This design comes from an exercise in tuning for small area on the open sky130 flow, not from production work.
In this exercise RTL edits were held to simulation tests only and were not proved equivalent to the original.
Power is estimated from default activity; no workload was simulated.

--- flow/constraint.sdc ---
create_clock -name core_clock -period 10.0 [get_ports {MCLK}]
set_input_delay 2.0000 -clock core_clock [delete_from_list [all_inputs] [get_ports {MCLK}]]
set_output_delay 2.0000 -clock core_clock [all_outputs]
set_load 0.01 [all_outputs]
--- flow/config.mk ---
export PLATFORM = sky130hd
export DESIGN_NAME = opll_top
export DESIGN_NICKNAME = opll_top
export VERILOG_FILES = /design/flow/design.v
export SDC_FILE = /design/flow/constraint.sdc
export NUM_CORES = 4
export LEC_CHECK = 0
export CAP_MARGIN = 20
export CORE_MARGIN = 2
export CORE_UTILIZATION = 40
export SLEW_MARGIN = 20
--- flow/design.v ---
`timescale 1ns/1ps
package opll_bus_pkg;
	localparam int BUS_W = 8;
	localparam logic [3:0] GRP_FNUM_LO = 4'h1;
	localparam logic [3:0] GRP_FNUM_HI = 4'h2;
	localparam logic [3:0] GRP_INST    = 4'h3;
	localparam logic [BUS_W-1:0] ADDR_CUST_MOD = 8'h00;
	localparam logic [BUS_W-1:0] ADDR_CUST_CAR = 8'h01;
	typedef union packed
	{
		logic [BUS_W-1:0] raw;
		struct packed
		{
			logic [3:0] grp;
			logic [3:0] chan;
		} addr;
	} bus_word_u;
endpackage
`timescale 1ns/1ps
package opll_voice_pkg;
	localparam int FNUM_W   = 9;
	localparam int BLK_W    = 3;
	localparam int MULT_W   = 4;
	localparam int INST_W   = 4;
	localparam int PHASE_W  = 19;
	localparam int PG_OUT_W = 10;
	localparam int SLOT_W   = 5;
	localparam int CH_W     = 4;
	function automatic logic [MULT_W:0] mult_x2_table(input logic [MULT_W-1:0] code);
		case (code)
			4'd0:    mult_x2_table = 5'd1;
			4'd1:    mult_x2_table = 5'd2;
			4'd2:    mult_x2_table = 5'd4;
			4'd3:    mult_x2_table = 5'd6;
			4'd4:    mult_x2_table = 5'd8;
			4'd5:    mult_x2_table = 5'd10;
			4'd6:    mult_x2_table = 5'd12;
			4'd7:    mult_x2_table = 5'd14;
			4'd8:    mult_x2_table = 5'd16;
			4'd9:    mult_x2_table = 5'd18;
			4'd10:   mult_x2_table = 5'd20;
			4'd11:   mult_x2_table = 5'd20;
			4'd12:   mult_x2_table = 5'd24;
			4'd13:   mult_x2_table = 5'd24;
			4'd14:   mult_x2_table = 5'd30;
			default: mult_x2_table = 5'd30;
		endcase
	endfunction
	function automatic logic [2*MULT_W-1:0] inst_mult_rom(input logic [INST_W-1:0] inst);
		case (inst)
			4'd0:    inst_mult_rom = 8'h00;
			4'd1:    inst_mult_rom = 8'h11;
			4'd2:    inst_mult_rom = 8'h31;
			4'd3:    inst_mult_rom = 8'h31;
			4'd4:    inst_mult_rom = 8'h11;
			4'd5:    inst_mult_rom = 8'h21;
			4'd6:    inst_mult_rom = 8'h12;
			4'd7:    inst_mult_rom = 8'h11;
			4'd8:    inst_mult_rom = 8'h31;
			4'd9:    inst_mult_rom = 8'h11;
			4'd10:   inst_mult_rom = 8'h11;
			4'd11:   inst_mult_rom = 8'h31;
			4'd12:   inst_mult_rom = 8'h71;
			4'd13:   inst_mult_rom = 8'h10;
			4'd14:   inst_mult_rom = 8'h11;
			default: inst_mult_rom = 8'h11;
		endcase
	endfunction
endpackage
`timescale 1ns/1ps
module opll_bus_write
#(
	parameter int NUM_CHANNELS = 9
)
(
	input  logic                              MCLK,
	input  logic                              rst_n,
	input  logic                              cs_n,
	input  logic                              we_n,
	input  logic                              a0,
	input  logic [opll_bus_pkg::BUS_W-1:0]    data_in,
	output logic                              cust_mod_wr,
	output logic                              cust_car_wr,
	output logic                              fnum_lo_wr,
	output logic                              fnum_hi_wr,
	output logic                              inst_wr,
	output logic [opll_voice_pkg::CH_W-1:0]   wr_chan,
	output logic [opll_bus_pkg::BUS_W-1:0]    wr_data
);
	opll_bus_pkg::bus_word_u addr_q;
	logic      wr_en;
	logic      data_wr;
	logic      chan_ok;
	assign wr_en   = ~cs_n & ~we_n;
	assign data_wr = wr_en & a0;
	assign chan_ok = int'(addr_q.addr.chan) < NUM_CHANNELS;
	always_ff @(posedge MCLK or negedge rst_n)
	begin
		if (!rst_n)
		begin
			addr_q.raw  <= '0;
			cust_mod_wr <= 1'b0;
			cust_car_wr <= 1'b0;
			fnum_lo_wr  <= 1'b0;
			fnum_hi_wr  <= 1'b0;
			inst_wr     <= 1'b0;
		end
		else
		begin
			if (wr_en && !a0)
				addr_q.raw <= data_in;
			cust_mod_wr <= data_wr && (addr_q.raw == opll_bus_pkg::ADDR_CUST_MOD);
			cust_car_wr <= data_wr && (addr_q.raw == opll_bus_pkg::ADDR_CUST_CAR);
			fnum_lo_wr  <= data_wr && chan_ok && (addr_q.addr.grp == opll_bus_pkg::GRP_FNUM_LO);
			fnum_hi_wr  <= data_wr && chan_ok && (addr_q.addr.grp == opll_bus_pkg::GRP_FNUM_HI);
			inst_wr     <= data_wr && chan_ok && (addr_q.addr.grp == opll_bus_pkg::GRP_INST);
		end
	end
	always_ff @(posedge MCLK)
	begin
		if (data_wr)
		begin
			wr_chan <= addr_q.addr.chan;
			wr_data <= data_in;
		end
	end
endmodule
`timescale 1ns/1ps
module opll_slot_seq
#(
	parameter int NUM_CHANNELS = 9
)
(
	input  logic                              MCLK,
	input  logic                              rst_n,
	output logic [opll_voice_pkg::SLOT_W-1:0] slot,
	output logic [opll_voice_pkg::CH_W-1:0]   chan,
	output logic                              is_car
);
	localparam logic [opll_voice_pkg::SLOT_W-1:0] LAST_SLOT = opll_voice_pkg::SLOT_W'(2 * NUM_CHANNELS - 1);
	always_ff @(posedge MCLK or negedge rst_n)
	begin
		if (!rst_n)
			slot <= '0;
		else if (slot == LAST_SLOT)
			slot <= '0;
		else
			slot <= slot + opll_voice_pkg::SLOT_W'(1);
	end
	assign chan   = opll_voice_pkg::CH_W'(slot >> 1);
	assign is_car = slot[0];
endmodule
`timescale 1ns/1ps
module opll_reg_file
#(
	parameter int NUM_CHANNELS = 9
)
(
	input  logic                              MCLK,
	input  logic                              rst_n,
	input  logic                              cust_mod_wr,
	input  logic                              cust_car_wr,
	input  logic                              fnum_lo_wr,
	input  logic                              fnum_hi_wr,
	input  logic                              inst_wr,
	input  logic [opll_voice_pkg::CH_W-1:0]   wr_chan,
	input  logic [opll_bus_pkg::BUS_W-1:0]    wr_data,
	input  logic [opll_voice_pkg::CH_W-1:0]   chan,
	output logic [opll_voice_pkg::MULT_W-1:0] cust_mod_mult,
	output logic [opll_voice_pkg::MULT_W-1:0] cust_car_mult,
	output logic [opll_voice_pkg::FNUM_W-1:0] ch_fnum,
	output logic [opll_voice_pkg::BLK_W-1:0]  ch_blk,
	output logic                              ch_key_on,
	output logic [opll_voice_pkg::INST_W-1:0] ch_inst
);
	logic [opll_voice_pkg::MULT_W-1:0] cust_mod_q;
	logic [opll_voice_pkg::MULT_W-1:0] cust_car_q;
	logic [opll_voice_pkg::FNUM_W-2:0] fnum_lo_q [NUM_CHANNELS];
	logic              fnum8_q   [NUM_CHANNELS];
	logic [opll_voice_pkg::BLK_W-1:0]  blk_q     [NUM_CHANNELS];
	logic              key_q     [NUM_CHANNELS];
	logic [opll_voice_pkg::INST_W-1:0] inst_q    [NUM_CHANNELS];
	always_ff @(posedge MCLK or negedge rst_n)
	begin
		if (!rst_n)
		begin
			cust_mod_q <= '0;
			cust_car_q <= '0;
			for (int i = 0; i < NUM_CHANNELS; i++)
			begin
				fnum_lo_q[i] <= '0;
				fnum8_q[i]   <= 1'b0;
				blk_q[i]     <= '0;
				key_q[i]     <= 1'b0;
				inst_q[i]    <= '0;
			end
		end
		else
		begin
			if (cust_mod_wr)
				cust_mod_q <= wr_data[opll_voice_pkg::MULT_W-1:0];
			if (cust_car_wr)
				cust_car_q <= wr_data[opll_voice_pkg::MULT_W-1:0];
			if (fnum_lo_wr)
				fnum_lo_q[wr_chan] <= wr_data[opll_voice_pkg::FNUM_W-2:0];
			if (fnum_hi_wr)
			begin
				key_q[wr_chan]   <= wr_data[4];
				blk_q[wr_chan]   <= wr_data[opll_voice_pkg::BLK_W:1];
				fnum8_q[wr_chan] <= wr_data[0];
			end
			if (inst_wr)
				inst_q[wr_chan] <= wr_data[7:8-opll_voice_pkg::INST_W];
		end
	end
	assign cust_mod_mult = cust_mod_q;
	assign cust_car_mult = cust_car_q;
	assign ch_fnum       = {fnum8_q[chan], fnum_lo_q[chan]};
	assign ch_blk        = blk_q[chan];
	assign ch_key_on     = key_q[chan];
	assign ch_inst       = inst_q[chan];
endmodule
`timescale 1ns/1ps
module opll_operator_select
(
	input  logic                              MCLK,
	input  logic                              rst_n,
	input  logic [opll_voice_pkg::SLOT_W-1:0] slot,
	input  logic                              is_car,
	input  logic [opll_voice_pkg::MULT_W-1:0] cust_mod_mult,
	input  logic [opll_voice_pkg::MULT_W-1:0] cust_car_mult,
	input  logic [opll_voice_pkg::FNUM_W-1:0] ch_fnum,
	input  logic [opll_voice_pkg::BLK_W-1:0]  ch_blk,
	input  logic                              ch_key_on,
	input  logic [opll_voice_pkg::INST_W-1:0] ch_inst,
	output logic [opll_voice_pkg::SLOT_W-1:0] s1_slot,
	output logic [opll_voice_pkg::MULT_W:0]   s1_mult_x2,
	output logic [opll_voice_pkg::FNUM_W-1:0] s1_fnum,
	output logic [opll_voice_pkg::BLK_W-1:0]  s1_blk,
	output logic                              s1_key_on,
	output logic                              s1_valid
);
	logic [2*opll_voice_pkg::MULT_W-1:0] rom_entry;
	logic [opll_voice_pkg::MULT_W-1:0]   mult_code;
	always_comb
	begin
		rom_entry = opll_voice_pkg::inst_mult_rom(ch_inst);
		if (ch_inst == '0)
			mult_code = is_car ? cust_car_mult : cust_mod_mult;
		else
			mult_code = is_car ? rom_entry[opll_voice_pkg::MULT_W-1:0] : rom_entry[2*opll_voice_pkg::MULT_W-1:opll_voice_pkg::MULT_W];
	end
	always_ff @(posedge MCLK or negedge rst_n)
	begin
		if (!rst_n)
			s1_valid <= 1'b0;
		else
			s1_valid <= 1'b1;
	end
	always_ff @(posedge MCLK)
	begin
		s1_slot    <= slot;
		s1_mult_x2 <= opll_voice_pkg::mult_x2_table(mult_code);
		s1_fnum    <= ch_fnum;
		s1_blk     <= ch_blk;
		s1_key_on  <= ch_key_on;
	end
endmodule
`timescale 1ns/1ps
module opll_phase_gen
#(
	parameter int NUM_CHANNELS = 9
)
(
	input  logic                                MCLK,
	input  logic                                rst_n,
	input  logic [opll_voice_pkg::SLOT_W-1:0]   s1_slot,
	input  logic [opll_voice_pkg::MULT_W:0]     s1_mult_x2,
	input  logic [opll_voice_pkg::FNUM_W-1:0]   s1_fnum,
	input  logic [opll_voice_pkg::BLK_W-1:0]    s1_blk,
	input  logic                                s1_key_on,
	input  logic                                s1_valid,
	output logic [opll_voice_pkg::SLOT_W-1:0]   slot_out,
	output logic [opll_voice_pkg::PG_OUT_W-1:0] phase_out,
	output logic                                out_valid
);
	localparam int NUM_SLOTS = 2 * NUM_CHANNELS;
	localparam int SH_W      = opll_voice_pkg::FNUM_W + (1 << opll_voice_pkg::BLK_W) - 1;
	localparam int PROD_W    = SH_W + opll_voice_pkg::MULT_W + 1;
	logic [opll_voice_pkg::PHASE_W-1:0] phase_mem [NUM_SLOTS];
	logic               key_hist  [NUM_SLOTS];
	logic [SH_W-1:0]    fnum_sh;
	logic [PROD_W-1:0]  prod;
	logic [opll_voice_pkg::PHASE_W-1:0] phase_inc;
	logic               key_edge;
	logic [opll_voice_pkg::PHASE_W-1:0] phase_nxt;
	always_comb
	begin
		fnum_sh   = SH_W'(s1_fnum) << s1_blk;
		prod      = PROD_W'(fnum_sh) * PROD_W'(s1_mult_x2);
		phase_inc = prod[opll_voice_pkg::PHASE_W:1];
		key_edge  = s1_key_on & ~key_hist[s1_slot];
		phase_nxt = key_edge ? '0 : phase_mem[s1_slot] + phase_inc;
	end
	always_ff @(posedge MCLK or negedge rst_n)
	begin
		if (!rst_n)
		begin
			out_valid <= 1'b0;
			for (int i = 0; i < NUM_SLOTS; i++)
			begin
				phase_mem[i] <= '0;
				key_hist[i]  <= 1'b0;
			end
		end
		else
		begin
			out_valid <= s1_valid;
			if (s1_valid)
			begin
				phase_mem[s1_slot] <= phase_nxt;
				key_hist[s1_slot]  <= s1_key_on;
			end
		end
	end
	always_ff @(posedge MCLK)
	begin
		if (s1_valid)
		begin
			slot_out  <= s1_slot;
			phase_out <= phase_nxt[opll_voice_pkg::PHASE_W-1:opll_voice_pkg::PHASE_W-opll_voice_pkg::PG_OUT_W];
		end
	end
endmodule
`timescale 1ns/1ps
module opll_top
#(
	parameter int NUM_CHANNELS = 9
)
(
	input  logic                                MCLK,
	input  logic                                rst_n,
	input  logic                                cs_n,
	input  logic                                we_n,
	input  logic                                a0,
	input  logic [opll_bus_pkg::BUS_W-1:0]      data_in,
	output logic [opll_voice_pkg::SLOT_W-1:0]   slot_out,
	output logic [opll_voice_pkg::PG_OUT_W-1:0] phase_out,
	output logic                                out_valid
);
	logic              cust_mod_wr;
	logic              cust_car_wr;
	logic              fnum_lo_wr;
	logic              fnum_hi_wr;
	logic              inst_wr;
	logic [opll_voice_pkg::CH_W-1:0]   wr_chan;
	logic [opll_bus_pkg::BUS_W-1:0]  wr_data;
	logic [opll_voice_pkg::SLOT_W-1:0] slot;
	logic [opll_voice_pkg::CH_W-1:0]   chan;
	logic              is_car;
	logic [opll_voice_pkg::MULT_W-1:0] cust_mod_mult;
	logic [opll_voice_pkg::MULT_W-1:0] cust_car_mult;
	logic [opll_voice_pkg::FNUM_W-1:0] ch_fnum;
	logic [opll_voice_pkg::BLK_W-1:0]  ch_blk;
	logic              ch_key_on;
	logic [opll_voice_pkg::INST_W-1:0] ch_inst;
	logic [opll_voice_pkg::SLOT_W-1:0] s1_slot;
	logic [opll_voice_pkg::MULT_W:0]   s1_mult_x2;
	logic [opll_voice_pkg::FNUM_W-1:0] s1_fnum;
	logic [opll_voice_pkg::BLK_W-1:0]  s1_blk;
	logic              s1_key_on;
	logic              s1_valid;
	opll_bus_write #(
		.NUM_CHANNELS(NUM_CHANNELS)
	) u_bus_write (
		.MCLK(MCLK), .rst_n(rst_n), .cs_n(cs_n), .we_n(we_n), .a0(a0), .data_in(data_in),
		.cust_mod_wr(cust_mod_wr), .cust_car_wr(cust_car_wr), .fnum_lo_wr(fnum_lo_wr),
		.fnum_hi_wr(fnum_hi_wr), .inst_wr(inst_wr), .wr_chan(wr_chan), .wr_data(wr_data)
	);
	opll_slot_seq #(
		.NUM_CHANNELS(NUM_CHANNELS)
	) u_slot_seq (
		.MCLK(MCLK), .rst_n(rst_n), .slot(slot), .chan(chan), .is_car(is_car)
	);
	opll_reg_file #(
		.NUM_CHANNELS(NUM_CHANNELS)
	) u_reg_file (
		.MCLK(MCLK), .rst_n(rst_n), .cust_mod_wr(cust_mod_wr), .cust_car_wr(cust_car_wr),
		.fnum_lo_wr(fnum_lo_wr), .fnum_hi_wr(fnum_hi_wr), .inst_wr(inst_wr),
		.wr_chan(wr_chan), .wr_data(wr_data), .chan(chan),
		.cust_mod_mult(cust_mod_mult), .cust_car_mult(cust_car_mult), .ch_fnum(ch_fnum),
		.ch_blk(ch_blk), .ch_key_on(ch_key_on), .ch_inst(ch_inst)
	);
	opll_operator_select u_operator_select (
		.MCLK(MCLK), .rst_n(rst_n), .slot(slot), .is_car(is_car),
		.cust_mod_mult(cust_mod_mult), .cust_car_mult(cust_car_mult), .ch_fnum(ch_fnum),
		.ch_blk(ch_blk), .ch_key_on(ch_key_on), .ch_inst(ch_inst),
		.s1_slot(s1_slot), .s1_mult_x2(s1_mult_x2), .s1_fnum(s1_fnum), .s1_blk(s1_blk),
		.s1_key_on(s1_key_on), .s1_valid(s1_valid)
	);
	opll_phase_gen #(
		.NUM_CHANNELS(NUM_CHANNELS)
	) u_phase_gen (
		.MCLK(MCLK), .rst_n(rst_n), .s1_slot(s1_slot), .s1_mult_x2(s1_mult_x2),
		.s1_fnum(s1_fnum), .s1_blk(s1_blk), .s1_key_on(s1_key_on), .s1_valid(s1_valid),
		.slot_out(slot_out), .phase_out(phase_out), .out_valid(out_valid)
	);
endmodule
--- flow/run.sh ---
#!/bin/bash
# synth_recipe.tcl (not shown) runs the flow's synth.tcl, then flattens the netlist and writes it again
# the make line also repeats each setting of config.mk as NAME=value (left out here)
make -C /OpenROAD-flow-scripts/flow DESIGN_CONFIG=/design/flow/config.mk WORK_HOME=/design/flow/orfs CLKGATE_MAP_FILE= SYNTH_SCRIPT=/design/flow/synth_recipe.tcl finish
==> impl_metrics.csv <==
group,metric,value,unit
setup_path,cp.required,10.35,ns
synth,mappedNetlistArea,28300,µm²
place,port_buffers,28,
setup_path,end_kind,"flop",
synth,synth_cells,2695,
synth,synth_cell_types,79,
finish,num-nets-final,2747,
pwr,p_seq_share,50.6,%
floorplanning,design.core.area,70100,µm²
detailed_routing,ant_nets,0,
floorplanning,fp.dieH,270,µm
synth,ys_async_sr_fraction,91.5,%
floorplanning,die_w,270,µm
detailed_routing,routed_wl,80100,µm
synth,synth_edf_count,27,
setup_path,cp-start-kind,"flop",
setup_path,crit_type,"flop to flop",
setup_path,cp_slowest_cell,"a21boi_2",
place,hpwlAfterDp,50000,µm
global_route,grt_pass1_wl,126000,µm
clocking,clockRootBuffer,"clkbuf_16",
place,placed_area,29500,µm²
pwr,ir_worst_vdd,0.166,mV
finish,diodes,0,
detailed_routing,drt_iter0_markers,2038,
synth,postSynthAreaPerCell,10.5,µm²
detailed_routing,dr.pass1.iters,8,
sta,finalSetupViolCount,0,
synth,ys_ff_latch,591,
finish,drive_gt1_share,15.1,%
floorplanning,die-area,73000,µm²
sta,tns,0,ns
setup_path,r2r_cells,25,
floorplanning,ios,29,
synth,synth_seq_area_share,52.2,%
synth,synth.most_common_cell,"dfrtp_1",
synth,synth_nets,2803,
clocking,htreeDepth,2,
sta,timing.fmax,127,MHz
place,place_congestion,0.867,
clocking,cts_resized,0,
finish,fillCellCount,6633,
synth,synth.largest_area_cell,"dfrtp_1",
sta,fin_ws,2.14,ns
sta,finalHoldViolations,0,
sta,relSlewSlack,27.0,%
min_path,min_path_cells,0,
setup_path,crit_path_max_fanout,16,
synth,synth_common_cells,"dfrtp_1 (541), nand2_1 (458), o21ai_0 (262), mux2_2 (213), clkbuf_1 (169)",
sta,fin_crit,7.86,ns
detailed_routing,vias,21100,
pwr,switching_share,23.6,%
global_route,track_usage,22.0,%
global_route,globalRouteOverflowTotal,0,
detailed_routing,drt-vias-per-instance,5.81,
pwr,power_density,162,nW/µm²
sta,finClkSkew,0.0516,ns
synth,synth_top_cell_area_share,47.8,%
synth,yosysWarnings,12,
global_route,first_global_vias,21300,
pwr,p_int,3.90,mW
finish,final_area,31500,µm²
clocking,cts_tree,"built",
min_path,hold_path.class,"flop to flop",
setup_path,cp-startpoint,"u_operator_select.s1_blk[0]",
pwr,p_leak,14.3,nW
synth,synth_flop_cell,"dfrtp_1",
detailed_routing,drc,0,
min_path,hold_path_end,"u_operator_select.s1_slot[1]",
pwr,power_frac_clock,44.2,%
global_route,grt_max_degree,187,
finish,area_delta_synth_final,11.3,%
clocking,clockBufferDepth,3,
clocking,clk_pin_slew_worst_paths,0.06,ns
setup_path,arrival,8.21,ns
synth,yosys-top-cells-area,"dfrtp_1 (48%), mux2_2 (8.5%), nand2_1 (6.1%)",
sta,worst_slew_pin_slew,1.09,ns
clocking,cts_setup_buffers,0,
sta,rsz0062_at_grt,"no",
clocking,cts_buffers,59,
detailed_routing,wl_per_cell,22.1,µm
clocking,clkLatencyLatePin,0.64,ns
pwr,switching_power,1.21,mW
setup_path,cpPeakStageDelay,0.78,ns
floorplanning,rows,97,
outcome,status,"finished clean",
pwr,combPwrFrac,5.1,%
clocking,cts_sinks,591,
job,max-cap-violations,0,
global_route,grt_antenna_before_repair,0,
setup_path,rrSetupSlack,2.14,ns
clocking,ctsHoldBuffers,0,
setup_path,r2r_start,"u_operator_select.s1_blk[0]",
sta,slew_viol_final,0,
min_path,min_from,"u_slot_seq.slot[1]",
place,dp_slack,2.21,ns
sta,fin_crit_sh,78.6,%
floorplanning,initial_core_util,40.4,%
setup_path,r2r_end,"u_phase_gen.phase_out[9]",
==> cell families after synthesis <==
kind of cell    synth area share [%]
compound gates                  15.5
other cells                   0.0132
fa+ha+maj                       5.31
mux                             9.43
flops                           52.2
simple gates                    12.8
buf+inv                         3.87
xor+xnor                       0.803
==> metal layers <==
metal  up-vias  routed length (µm)  GRT usage (%)
met4         0                1830           6.15
met3       145                5530           3.23
met5         -                   0              0
li1       9464                   -              -
met2       741               36800           34.6
met1     10700               36000           31.7
==> power by group through the flow <==
stage | registers, mW | logic [mW] | clock network [mW]
2_1_floorplan | 2.58 | 0.176 | 0
3_3_place_gp | 2.62 | 0.255 | 0
3_5_place_dp | 2.63 | 0.264 | 0
4_1_cts | 2.58 | 0.265 | 2.29
5_1_grt | 2.60 | 0.298 | 2.39
6_report | 2.58 | 0.263 | 2.26
==> per-stage QoR <==
stage / hold WS, ns / power (mW) / std cells / util [%]
floorplan: 0.345 / 2.76 / 2695 / -
global placement: 0.414 / 2.87 / 3518 / 42.1
detailed placement: 0.412 / 2.89 / 3518 / 42.1
CTS: 0.426 / 5.14 / 3630 / 44.9
global route: 0.447 / 5.29 / 3630 / 45.0
finish: 0.424 / 5.10 / 3630 / 45.0
==> worst max-delay path by stage <==
stage | to | slack [ns] | cells after the start
floorplan | u_phase_gen.phase_out[9] | 3.01 | 27
global placement | u_phase_gen.phase_out[9] | 2.41 | 25
detailed placement | u_phase_gen.phase_out[9] | 2.21 | 25
CTS | u_phase_gen.phase_out[9] | 2.20 | 25
global route | u_phase_gen.phase_out[9] | 1.53 | 25
finish | u_phase_gen.phase_out[9] | 2.14 | 25
==> registers in the layout (all words and copies together) (netlist names), 4 cells and up <==
register,cells
u_phase_gen.phase_mem,342
u_reg_file.fnum_lo_q,72
u_reg_file.inst_q,36
u_reg_file.blk_q,27
u_phase_gen.key_hist,18
u_phase_gen.phase_out,10
u_operator_select.s1_fnum,9
u_reg_file.fnum8_q,9
u_reg_file.key_q,9
u_bus_write.addr_q,8
u_bus_write.wr_data,8
u_operator_select.s1_mult_x2,5
u_operator_select.s1_slot,5
u_phase_gen.slot_out,5
u_slot_seq.slot,5
u_bus_write.wr_chan,4
u_reg_file.cust_car_q,4
u_reg_file.cust_mod_q,4
==> layout by cell type, fill, tap and decap left out, drive strengths merged, types with 39 or more instances in the layout <==
master,instances
dfrtp,541
nand2,458
o21ai,264
mux2,214
a22oi,114
nor2,100
inv,96
clkbuf,84
o31ai,72
nand3,65
ha,53
a222oi,50
buf,48
fa,42
a21oi,39
==> worst max-delay path, delay by kind of cell (launching register included) <==
kind | cells | cell delay (ns)
fa+ha+maj | 5 | 2.07
buf+inv | 3 | 0.17
compound gates | 10 | 3.11
simple gates | 5 | 1.03
flops | 1 | 0.61
mux | 2 | 0.62
==> cell type report <==
class	count	area (µm²)	share of cell area, %
Inverter	93	349	1.11
Timing Repair Buffer	75	663	2.10
Multi-Input combinational cell	1819	12500	39.8
Clock inverter	28	277	0.877
Tap cell	940	1180	3.73
Clock buffer	84	1720	5.46
Sequential cell	591	14800	47.0

## what the ideal ports hide
In the flow no input, the clock included, has a driving cell. The finished layout below was timed again as built, in two steps. Step 1, drivers: a clkbuf_16 drives MCLK and a buf_2 each remaining input, both assumed. Step 2, shift: input delay + t, output delay - t, t = (earliest + latest rising clock arrival at the registers) / 2. This alone moves slack from input paths to output paths. Slacks: no drivers / after step 1 / after step 2; pairs: no drivers / after step 1.
t (ns): 0.667
setup WS [ns]: 2.139 / 2.139 / 2.139
latest minus earliest clock arrival (ns): 0.052 / 0.053
After both steps setup and hold are still met in this run. For this run, drivers alone change the setup slack by 0.000 ns; drivers and shift together by 0.000 ns.
